Source: an optimization exercise on an open RTL-to-GDS flow (aim: small area, a short achievable clock period and few clock cycles per item). Production flows keep margins and buffers that such runs may drop. At most, simulation tests tie the RTL to the original design; equivalence was not proved.

// vector_magnitude_offset
module vector_magnitude_offset #(
    parameter int SAMPLE_WIDTH = 16
) (
    input  wire logic        clk,
    input  wire logic        rst_n,
    input  wire logic        pair_valid,
    output logic             pair_ready,
    input  wire logic [15:0] pair_x_value,
    input  wire logic [15:0] pair_y_value,
    input  wire logic        pair_last_in,
    output logic             result_valid,
    input  wire logic        result_ready,
    output logic [15:0]      result_magnitude,
    output logic             result_last_out
);
==> flow/config.mk <==
export PLATFORM = sky130hd
export DESIGN_NAME = vector_magnitude_offset
export DESIGN_NICKNAME = vector_magnitude_offset
export VERILOG_FILES = /design/flow/design.v
export SDC_FILE = /design/flow/constraint.sdc
export NUM_CORES = 4
export LEC_CHECK = 0
export ABC_CLOCK_PERIOD_IN_PS = 4000
export CAP_MARGIN = 20
export CORE_MARGIN = 2
export CORE_UTILIZATION = 40
export PLACE_DENSITY = 0.6
export SETUP_SLACK_MARGIN = 3.0
export SLEW_MARGIN = 20
==> flow/constraint.sdc <==
create_clock -name core_clock -period 7.0 [get_ports {clk}]
set_input_delay 1.4000 -clock core_clock [delete_from_list [all_inputs] [get_ports {clk}]]
set_output_delay 1.4000 -clock core_clock [all_outputs]
set_load 0.01 [all_outputs]
run.sh (not shown) runs the stock make flow with config.mk's settings and CLKGATE_MAP_FILE= SYNTH_SCRIPT=/design/flow/synth_recipe.tcl, a recipe that flattens the netlist after the stock synthesis.
The first run ran to the end with no violations.
Rerun with:
- ABC_CLOCK_PERIOD_IN_PS: 4000 -> 3500
- SETUP_SLACK_MARGIN: 3.0 -> 3.5
Outcome:
- count of clock-buffer cells in the layout does not change
- setup slack is better by 0.26 ns
- register-to-register slack is better by 0.26 ns
- cell count increases by 1.6%
- non-clock buffer count increases by 65
- routed wire length rose by 2.7%
Rerun with:
- CORE_UTILIZATION: 40 -> 55
- PLACE_DENSITY: 0.6 -> 0.75
The changed run completed without violations; flip-flop and latch count stays the same; via count increases by 4.6%; area after synthesis stays the same; global-route usage increases by 5.8 points.
Rerun with:
- ABC_CLOCK_PERIOD_IN_PS: 3500 -> 3300
- CORE_UTILIZATION: 55 -> 40
- PLACE_DENSITY: 0.75 -> 0.6
- SETUP_SLACK_MARGIN: 3.5 -> 3.7
Outcome: The new run passed the timing, DRC and antenna checks; routed wire length went up by about 10%; fmax rose by 2.0%; non-clock buffer count climbs by 50.
Function was not checked in any run of this note: the RTL went through the layout flow alone.

---

Another version of the RTL of vector_magnitude_offset (not shown whole).
Size in the first run: about 2,400 cells after synthesis, roughly 380 flip-flops, ~56 I/O pins, about 28,000 µm² of cells after synthesis.
## vector_magnitude_offset
module vector_magnitude_offset #(
    parameter int SAMPLE_WIDTH = 16
) (
    input  wire logic        clk,
    input  wire logic        rst_n,
    input  wire logic        pair_valid,
    output logic             pair_ready,
    input  wire logic [15:0] pair_x_value,
    input  wire logic [15:0] pair_y_value,
    input  wire logic        pair_last_in,
    output logic             result_valid,
    input  wire logic        result_ready,
    output logic [15:0]      result_magnitude,
    output logic             result_last_out
);
==> flow/config.mk <==
export PLATFORM = sky130hd
export DESIGN_NAME = vector_magnitude_offset
export DESIGN_NICKNAME = vector_magnitude_offset
export VERILOG_FILES = /design/flow/design.v
export SDC_FILE = /design/flow/constraint.sdc
export NUM_CORES = 4
export LEC_CHECK = 0
export ABC_CLOCK_PERIOD_IN_PS = 3500
export CAP_MARGIN = 20
export CORE_MARGIN = 2
export CORE_UTILIZATION = 45
export PLACE_DENSITY = 0.65
export SETUP_SLACK_MARGIN = 3.6
export SLEW_MARGIN = 20
export TNS_END_PERCENT = 100
==> flow/constraint.sdc <==
create_clock -name core_clock -period 7.0 [get_ports {clk}]
set_input_delay 1.4000 -clock core_clock [delete_from_list [all_inputs] [get_ports {clk}]]
set_output_delay 1.4000 -clock core_clock [all_outputs]
set_load 0.01 [all_outputs]
The first run went through all stages and came out clean.
Testbench counts at the start, summed over its fixed seeds: cycles 16,080, items 16,000.
Next try:
--- a/flow/config.mk
+++ b/flow/config.mk
@@ -6,10 +6,9 @@
 export NUM_CORES = 4
 export LEC_CHECK = 0
-export ABC_CLOCK_PERIOD_IN_PS = 3500
+export ABC_CLOCK_PERIOD_IN_PS = 3300
 export CAP_MARGIN = 20
 export CORE_MARGIN = 2
-export CORE_UTILIZATION = 45
-export PLACE_DENSITY = 0.65
+export CORE_UTILIZATION = 40
+export PLACE_DENSITY = 0.6
 export SETUP_SLACK_MARGIN = 3.6
 export SLEW_MARGIN = 20
-export TNS_END_PERCENT = 100
After rerunning: Clock skew rises by 8.7 ps; register-to-register slack degrades by 30 ps; flip-flop and latch count is unchanged; design area rises by 0.45%; utilization falls by 5.8 points; wire length falls by 1.1%; via count falls by 0.42%; critical path depth falls by 1; die area rises by 12%; area after synthesis does not change.
Next try:
--- a/flow/config.mk
+++ b/flow/config.mk
@@ -6,9 +6,9 @@
 export NUM_CORES = 4
 export LEC_CHECK = 0
-export ABC_CLOCK_PERIOD_IN_PS = 3300
+export ABC_CLOCK_PERIOD_IN_PS = 3500
 export CAP_MARGIN = 20
 export CORE_MARGIN = 2
-export CORE_UTILIZATION = 40
-export PLACE_DENSITY = 0.6
-export SETUP_SLACK_MARGIN = 3.6
+export CORE_UTILIZATION = 50
+export PLACE_DENSITY = 0.7
+export SETUP_SLACK_MARGIN = 3.55
 export SLEW_MARGIN = 20
After rerunning: The new run finished clean; maximum frequency goes down by 1.5%; count of clock-buffer cells in the layout goes down by 4.
Next try:
--- a/flow/config.mk
+++ b/flow/config.mk
@@ -9,6 +9,6 @@
 export CAP_MARGIN = 20
 export CORE_MARGIN = 2
-export CORE_UTILIZATION = 50
-export PLACE_DENSITY = 0.7
-export SETUP_SLACK_MARGIN = 3.55
+export CORE_UTILIZATION = 40
+export PLACE_DENSITY = 0.6
+export SETUP_SLACK_MARGIN = 3.5
 export SLEW_MARGIN = 20
Register-to-register slack improves by 30 ps. Cell area rises by 0.94%. Wire length rises by 1.9%. Core utilization falls by 11 points. Die area rises by 25%.
Next try:
--- a/flow/config.mk
+++ b/flow/config.mk
@@ -6,9 +6,9 @@
 export NUM_CORES = 4
 export LEC_CHECK = 0
-export ABC_CLOCK_PERIOD_IN_PS = 3500
+export ABC_CLOCK_PERIOD_IN_PS = 3000
 export CAP_MARGIN = 20
 export CORE_MARGIN = 2
 export CORE_UTILIZATION = 40
 export PLACE_DENSITY = 0.6
-export SETUP_SLACK_MARGIN = 3.5
+export SETUP_SLACK_MARGIN = 3.75
 export SLEW_MARGIN = 20
The changed run finished with timing, DRC and antenna clean; global-route usage rises by 0.31 points; cell area rises by a few percent; via count goes up by a few percent.
Next try:
--- a/flow/config.mk
+++ b/flow/config.mk
@@ -11,4 +11,4 @@
 export CORE_UTILIZATION = 40
 export PLACE_DENSITY = 0.6
-export SETUP_SLACK_MARGIN = 3.75
+export SETUP_SLACK_MARGIN = 3.6
 export SLEW_MARGIN = 20
After rerunning:
- routed wire length falls by 3.6%
- synthesized cell count is unchanged
- setup slack got worse by 70 ps
- design area drops by 3.2%
- register-to-register slack is worse by 70 ps
- via count shrinks by 2.5%
- clock skew is higher by 14 ps
- utilization decreases by 1.5 points

## re-timing with driven ports
The flow's constraints put no driver on any port. The routed layouts listed below were extracted and timed again, unchanged, in two steps. Step 1 sets driving cells, clkbuf_16 on the clock port and buf_2 on the other inputs (assumed; they add their load-dependent delay and slew). Step 2 moves the port delays by t, midway between the first and last clock arrival at a register: inputs arrive t later, outputs are due t later. That takes back most of the time a late clock gives input paths. Slacks: ideal ports / drivers / drivers and shift; pairs: ideal ports / drivers.
| run | shift t [ns] | slack for setup (ns) | worst hold slack (ns) | cell pins on the clock port's net |
|---|---|---|---|---|
| the first run of note 1 | 0.641 | 3.341 / 3.341 / 3.234 | 0.404 / 0.404 / 0.404 | 1 |
| the second run of note 1 | 0.641 | 3.598 / 3.598 / 3.231 | 0.404 / 0.404 / 0.404 | 1 |
| the third run of note 1 | 0.633 | 3.520 / 3.520 / 3.258 | 0.409 / 0.409 / 0.409 | 1 |
| the fourth run of note 1 | 0.647 | 3.590 / 3.590 / 3.295 | 0.413 / 0.413 / 0.413 | 1 |
| the first run of note 2 | 0.625 | 3.630 / 3.630 / 3.234 | 0.411 / 0.411 / 0.411 | 1 |
| the second run of note 2 | 0.632 | 3.597 / 3.597 / 3.220 | 0.415 / 0.415 / 0.415 | 1 |
| the third run of note 2 | 0.611 | 3.546 / 3.546 / 3.197 | 0.414 / 0.414 / 0.414 | 1 |
| the fourth run of note 2 | 0.629 | 3.546 / 3.523 / 3.071 | 0.405 / 0.405 / 0.405 | 1 |
| the fifth run of note 2 | 0.631 | 3.666 / 3.666 / 3.287 | 0.408 / 0.408 / 0.408 | 1 |
| the sixth run of note 2 | 0.632 | 3.597 / 3.597 / 3.220 | 0.415 / 0.415 / 0.415 | 1 |
After both steps setup and hold are still met in every run listed. For the fourth run of note 2, which loses most, drivers alone change the setup slack by -0.023 ns; drivers and shift together by -0.475 ns.
